Background: an optimization exercise with open tools, aiming at small area. Do not read the settings as production practice.
In this exercise RTL edits were held to simulation tests only and were not proved equivalent to the original.
No driver is modelled on the clock port, so clocking that relies on it looks cheaper here than on a real chip.
Power figures rest on the tool's default switching activity, not on a simulated workload.

==> inputs of cedar <==
## pd_controller
module pd_controller #(
  parameter int INPUT_WIDTH    = 18,
  parameter int OUTPUT_WIDTH   = 32,
  parameter int INTEGRAL_LIMIT = 2**24
) (
  input  logic                    clk,
  input  logic                    rst_n,
  input  logic                    enable,
  input  logic                    clear_integral,
  input  logic [INPUT_WIDTH-1:0]  kp_in,
  input  logic [INPUT_WIDTH-1:0]  ki_in,
  input  logic [INPUT_WIDTH-1:0]  setpoint_in,
  input  logic                    sample_valid,
  input  logic [INPUT_WIDTH-1:0]  sample,
  output logic                    sample_ready,
  output logic                    out_valid,
  input  logic                    out_ready,
  output logic [OUTPUT_WIDTH-1:0] out_data,
  output logic [OUTPUT_WIDTH-1:0] integral_out,
  output logic                    integral_sat,
  output logic                    busy,
  output logic [pd_pkg::OVR_W-1:0] overrun_count
);
==> flow/config.mk <==
export PLATFORM = sky130hd
export DESIGN_NAME = pd_controller
export DESIGN_NICKNAME = pd_controller
export VERILOG_FILES = /design/flow/design.v
export SDC_FILE = /design/flow/constraint.sdc
export NUM_CORES = 4
export LEC_CHECK = 0
export ABC_AREA = 1
export CAP_MARGIN = 20
export CORE_MARGIN = 2
export CORE_UTILIZATION = 40
export CTS_BUF_LIST = sky130_fd_sc_hd__clkbuf_8 sky130_fd_sc_hd__clkbuf_16
export PLACE_DENSITY = 0.6
export SLEW_MARGIN = 20
==> flow/constraint.sdc <==
create_clock -name core_clock -period 10.0 [get_ports {clk}]
set_input_delay 2.0000 -clock core_clock [delete_from_list [all_inputs] [get_ports {clk}]]
set_output_delay 2.0000 -clock core_clock [all_outputs]
set_load 0.01 [all_outputs]
standard.sh (not shown) runs the stock make flow with config.mk's settings and CLKGATE_MAP_FILE= SYNTH_SCRIPT=/design/flow/synth_recipe.tcl, a recipe that flattens the netlist after the stock synthesis.
==> flow/flow/run.sh <==
#!/bin/bash
# Standard layout with three changes: the port buffers use the smallest
# buffer cell; the clock tree has a clkbuf_16 root, clkbuf_8 leaves and no
# dummy loads; after CTS, leaves that drive many flip-flops become clkbuf_16.
export BUFFER_PORTS_ARGS="-buffer_cell sky130_fd_sc_hd__buf_1"
export CTS_ARGS="-sink_clustering_enable -repair_clock_nets -dont_use_dummy_load -root_buf sky130_fd_sc_hd__clkbuf_16 -buf_list {sky130_fd_sc_hd__clkbuf_8}"
export POST_CTS_TCL="$PWD/flow/clk_fix.tcl"
bash standard.sh > standard.log 2>&1
==> flow/flow/clk_fix.tcl <==
# Upsize clock leaf buffers that drive many flip-flops (or see a slow edge)
# so that every flip-flop clock pin keeps a sharp edge.
estimate_parasitics -placement
set changed 0
foreach inst [get_cells -filter "ref_name == sky130_fd_sc_hd__clkbuf_8"] {
  set out [get_pins -of_objects $inst -filter "direction == output"]
  set net [get_nets -of_objects $out]
  set n [llength [get_pins -of_objects $net -filter "direction == input"]]
  set slew [get_property $out slew_max_rise]
  puts "clk_fix: [get_full_name $inst] fanout $n slew $slew"
  if {$n > 14 || $slew > 0.09} {
    replace_cell $inst sky130_fd_sc_hd__clkbuf_16
    incr changed
  }
}
puts "clk_fix: upsized $changed clock buffers"
if {$changed} {
  detailed_placement
  check_placement -verbose
  estimate_parasitics -placement
}
==> inputs of garnet, as changes to cedar <==
==> flow/flow/run.sh (replaced) <==
#!/bin/bash
# Standard layout, with the port buffers made from the smallest buffer cell
# and a clock tree without dummy loads (clkbuf_16 root, clkbuf_8 below).
export BUFFER_PORTS_ARGS="-buffer_cell sky130_fd_sc_hd__buf_1"
export CTS_ARGS="-sink_clustering_enable -repair_clock_nets -dont_use_dummy_load -sink_clustering_size 10 -sink_clustering_max_diameter 40 -sink_clustering_levels 1 -root_buf sky130_fd_sc_hd__clkbuf_16 -buf_list {sky130_fd_sc_hd__clkbuf_8}"
bash standard.sh > standard.log 2>&1
removed: flow/flow/clk_fix.tcl
==> inputs of delta, as changes to cedar <==
==> flow/flow/run.sh (replaced) <==
#!/bin/bash
# Standard layout, with the port buffers made from the smallest buffer cell
# and a clock tree without dummy loads.
export BUFFER_PORTS_ARGS="-buffer_cell sky130_fd_sc_hd__buf_1"
export CTS_ARGS="-sink_clustering_enable -repair_clock_nets -dont_use_dummy_load -buf_list {sky130_fd_sc_hd__clkbuf_8 sky130_fd_sc_hd__clkbuf_16}"
bash standard.sh > standard.log 2>&1
removed: flow/flow/clk_fix.tcl
==> comparison <==
Setup slack: cedar is better than garnet (0.0056 ns). Cell area: delta > cedar > garnet. In delta the routed wire length is larger than in cedar, by about 0.5%. Of cedar and delta, cedar has the higher register-to-register slack (gap 0.07 ns).
==> figures <==
item	delta	cedar	garnet
Portion of the layout cell area used by clock cells	3.34%	2.13%	1.95%
Clock latency on the worst-skew pair	0.44 ns	0.39 ns	0.41 ns
Fmax	113 MHz	112 MHz	112 MHz
Outcome	finished clean	finished clean	finished clean
Met2 WL	12.6 mm	12.6 mm	12.6 mm
Post-layout instance area	12700 µm²	12600 µm²	12600 µm²
Share of total power in the clock network	16.0%	12.5%	12.0%
Clock Tree Buf Depth	2	-	2
Total vias in the final route	8519	8508	8508
Tightest Pin Transition	0.988 ns	0.994 ns	0.992 ns


==> job 2465: inputs <==
Another version of the RTL of pd_controller (not shown whole).
Settings: LEC_CHECK=0, ABC_AREA=1, CAP_MARGIN=20, CORE_MARGIN=2, CORE_UTILIZATION=40, CTS_BUF_LIST=sky130_fd_sc_hd__clkbuf_8 sky130_fd_sc_hd__clkbuf_16, GPL_TIMING_DRIVEN=0, PLACE_DENSITY=0.6, SLEW_MARGIN=20; clock period 10.0 ns.
==> flow/flow/run.sh <==
#!/bin/bash
# Standard synthesis, then its combinational logic is improved for area while
# its registers, full adders and their names are kept: full adders are flipped to
# their dual form where that removes inverters (fa_flip.tcl, fa_flip.py) and
# the rest of the logic is re-mapped by ABC with an area-only script
# (remap.tcl). Then the standard layout with four changes: after floorplan the
# adders are flipped once more; the port buffers use the smallest buffer cell;
# the clock tree has a clkbuf_16 root, clkbuf_8 leaves and no dummy loads;
# after CTS, leaves that drive many flip-flops become clkbuf_16 (clk_fix.tcl).
set -e
RES=$PWD/orfs/results/$FLOW_PLATFORM/pd_controller/base
export FA_FLIP_DIR="$PWD/flow"
export FA_FLIP_WORK="$PWD"
bash standard.sh synth > standard_synth.log 2>&1
cp $RES/1_2_yosys.v $PWD/synth_standard.v
FLIP_IN=$PWD/synth_standard.v FLIP_OUT=$PWD/synth_flipped.v \
  openroad -no_init -exit $PWD/flow/flip_netlist.tcl > flip_netlist.log 2>&1
REMAP_LIB=$FLOW_HOME/platforms/$FLOW_PLATFORM/lib/sky130_fd_sc_hd__tt_025C_1v80.lib \
REMAP_TOP=$FLOW_TOP REMAP_IN=$PWD/synth_flipped.v REMAP_OUT=$PWD/synth_remap.v \
  yosys -c $PWD/flow/remap.tcl > remap.log 2>&1
cp $PWD/synth_remap.v $RES/1_2_yosys.v
rm -f $RES/1_synth.odb $RES/1_synth.sdc
export POST_FLOORPLAN_TCL="$PWD/flow/fa_flip.tcl"
export PRE_GLOBAL_PLACE_TCL="$PWD/flow/pre_gpl.tcl"
export BUFFER_PORTS_ARGS="-buffer_cell sky130_fd_sc_hd__buf_1"
export CTS_ARGS="-sink_clustering_enable -repair_clock_nets -dont_use_dummy_load -root_buf sky130_fd_sc_hd__clkbuf_16 -buf_list {sky130_fd_sc_hd__clkbuf_8}"
export POST_CTS_TCL="$PWD/flow/clk_fix.tcl"
bash standard.sh > standard.log 2>&1
==> flow/flow/pre_gpl.tcl <==
# Global placement runs without timing-driven mode; remove the buffers that
# synthesis left (as timing-driven mode would) before the ports are buffered.
remove_buffers
==> flow/flow/remap.tcl <==
# Re-map the combinational logic of the standard synthesis for area.
# The registers, full adders and tie cells of the standard synthesis are
# kept as they are (same cells, same names); everything else (half adders
# included) is handed to ABC with an area-only mapping script and mapped
# back to the library.
yosys -import
set lib $::env(REMAP_LIB)
set top $::env(REMAP_TOP)
read_liberty -ignore_miss_func $lib
read_verilog $::env(REMAP_IN)
hierarchy -top $top
set keep {}
foreach m [split [exec grep -o {sky130_fd_sc_hd__[a-z0-9_]*} $::env(REMAP_IN) | sort -u] "\n"] {
  if {[regexp {__(dfxtp|edfxtp|dfrtp|dfstp|dfxbp|dfrbp|dfbbp|dfsbp|edfxbp|sdf|dlx|dlrtp|fa_|conb_)} $m]} {
    lappend keep $m
  }
}
puts "remap: keeping [join $keep { }]"
foreach m $keep { setattr -mod -set keep_hierarchy 1 $m }
flatten
# the port wires of flattened cells are aliases; hide them so they go away
yosys rename -hide w:*.*
opt_clean -purge
abc -liberty $lib -dont_use sky130_fd_sc_hd__probe_p_8 -dont_use sky130_fd_sc_hd__probec_p_8 \
    -dont_use sky130_fd_sc_hd__lpflow_* -script "+strash; dch -f; amap -x; topo"
opt_clean -purge
hilomap -singleton -hicell sky130_fd_sc_hd__conb_1 HI -locell sky130_fd_sc_hd__conb_1 LO
splitnets
opt_clean -purge
insbuf -buf sky130_fd_sc_hd__buf_4 A X
select $top
check
write_verilog -noattr -nohex -nodec -selected $::env(REMAP_OUT)
Other scripts of this flow, unchanged in this note and not shown: flow/flow/clk_fix.tcl, flow/flow/fa_flip.py, flow/flow/fa_flip.tcl, flow/flow/flip_netlist.tcl
==> job 7375: changes against job 2465 <==
--- a/flow/flow/run.sh
+++ b/flow/flow/run.sh
@@ -1,5 +1,5 @@
 #!/bin/bash
 # Standard synthesis, then its combinational logic is improved for area while
-# its registers, full adders and their names are kept: full adders are flipped to
+# its registers, adders and their names are kept: full adders are flipped to
 # their dual form where that removes inverters (fa_flip.tcl, fa_flip.py) and
 # the rest of the logic is re-mapped by ABC with an area-only script
@@ -22,5 +22,4 @@
 rm -f $RES/1_synth.odb $RES/1_synth.sdc
 export POST_FLOORPLAN_TCL="$PWD/flow/fa_flip.tcl"
-export PRE_GLOBAL_PLACE_TCL="$PWD/flow/pre_gpl.tcl"
 export BUFFER_PORTS_ARGS="-buffer_cell sky130_fd_sc_hd__buf_1"
 export CTS_ARGS="-sink_clustering_enable -repair_clock_nets -dont_use_dummy_load -root_buf sky130_fd_sc_hd__clkbuf_16 -buf_list {sky130_fd_sc_hd__clkbuf_8}"
--- a/flow/flow/remap.tcl
+++ b/flow/flow/remap.tcl
@@ -1,7 +1,6 @@
 # Re-map the combinational logic of the standard synthesis for area.
-# The registers, full adders and tie cells of the standard synthesis are
-# kept as they are (same cells, same names); everything else (half adders
-# included) is handed to ABC with an area-only mapping script and mapped
-# back to the library.
+# The registers, full/half adders and tie cells of the standard synthesis
+# are kept as they are (same cells, same names); everything else is handed
+# to ABC with an area-only mapping script and mapped back to the library.
 yosys -import
 set lib $::env(REMAP_LIB)
@@ -12,5 +11,5 @@
 set keep {}
 foreach m [split [exec grep -o {sky130_fd_sc_hd__[a-z0-9_]*} $::env(REMAP_IN) | sort -u] "\n"] {
-  if {[regexp {__(dfxtp|edfxtp|dfrtp|dfstp|dfxbp|dfrbp|dfbbp|dfsbp|edfxbp|sdf|dlx|dlrtp|fa_|conb_)} $m]} {
+  if {[regexp {__(dfxtp|edfxtp|dfrtp|dfstp|dfxbp|dfrbp|dfbbp|dfsbp|edfxbp|sdf|dlx|dlrtp|fa_|ha_|conb_)} $m]} {
     lappend keep $m
   }
--- a/flow/config.mk
+++ b/flow/config.mk
@@ -11,5 +11,4 @@
 export CORE_UTILIZATION = 40
 export CTS_BUF_LIST = sky130_fd_sc_hd__clkbuf_8 sky130_fd_sc_hd__clkbuf_16
-export GPL_TIMING_DRIVEN = 0
 export PLACE_DENSITY = 0.6
 export SLEW_MARGIN = 20
removed: flow/flow/pre_gpl.tcl
==> job 1655: changes against job 2465 <==
--- a/flow/flow/run.sh
+++ b/flow/flow/run.sh
@@ -22,5 +22,4 @@
 rm -f $RES/1_synth.odb $RES/1_synth.sdc
 export POST_FLOORPLAN_TCL="$PWD/flow/fa_flip.tcl"
-export PRE_GLOBAL_PLACE_TCL="$PWD/flow/pre_gpl.tcl"
 export BUFFER_PORTS_ARGS="-buffer_cell sky130_fd_sc_hd__buf_1"
 export CTS_ARGS="-sink_clustering_enable -repair_clock_nets -dont_use_dummy_load -root_buf sky130_fd_sc_hd__clkbuf_16 -buf_list {sky130_fd_sc_hd__clkbuf_8}"
--- a/flow/config.mk
+++ b/flow/config.mk
@@ -11,5 +11,4 @@
 export CORE_UTILIZATION = 40
 export CTS_BUF_LIST = sky130_fd_sc_hd__clkbuf_8 sky130_fd_sc_hd__clkbuf_16
-export GPL_TIMING_DRIVEN = 0
 export PLACE_DENSITY = 0.6
 export SLEW_MARGIN = 20
removed: flow/flow/pre_gpl.tcl
==> comparison <==
- Routed wire length, highest first: job 7375, job 1655, job 2465.
- Critical path depth, lowest first: job 1655, job 7375, job 2465.
- Setup slack, lowest first: job 2465, job 7375, job 1655.
- The lowest clock power belongs to job 2465, the highest to job 7375.
- Of job 1655 and job 2465, job 2465 has the higher sequential power (gap about 2%, measured against job 2465).
- The highest core utilization belongs to job 7375, the lowest to job 1655.
- The highest sequential share of layout area belongs to job 1655, the lowest to job 7375.
- In job 1655 the hold slack is lower than in job 2465, by 2.5 ps.
- Global-route usage: job 2465 < job 7375 < job 1655.
- Fmax: job 1655 > job 7375 > job 2465.

[static timing again, ports no longer ideal]
In the flow no input, the clock included, has a driving cell. The finished layouts below were timed again as built, in two steps. Step 1, drivers: a clkbuf_16 drives clk and a buf_2 each remaining input, both assumed. Step 2 adds t to the input delays and takes it off the output delays; t is the mean of the earliest and latest rising clock arrival at the registers after step 1. Input paths then give back, and output paths get back, about the clock's delay inside the block. Slacks: no drivers / after step 1 / after step 2; pairs: no drivers / after step 1.
| run | t, ns | setup slack, ns | hold slack, ns |
|---|---|---|---|
| cedar | 0.426 | 1.107 / 1.127 / 0.700 | 0.419 / 0.419 / 0.419 |
| garnet | 0.432 | 1.101 / 1.121 / 0.689 | 0.399 / 0.399 / 0.399 |
| delta | 0.474 | 1.144 / 1.164 / 0.690 | 0.406 / 0.406 / 0.406 |
| job 2465 | 0.416 | 0.969 / 0.969 / 0.718 | 0.461 / 0.461 / 0.461 |
| job 7375 | 0.427 | 1.004 / 1.026 / 0.599 | 0.459 / 0.459 / 0.459 |
| job 1655 | 0.429 | 1.109 / 1.134 / 0.705 | 0.458 / 0.458 / 0.458 |
After both steps setup and hold are still met in every run listed. The setup slack of delta, which loses most, moves by +0.020 ns with the drivers and by -0.454 ns with both steps.
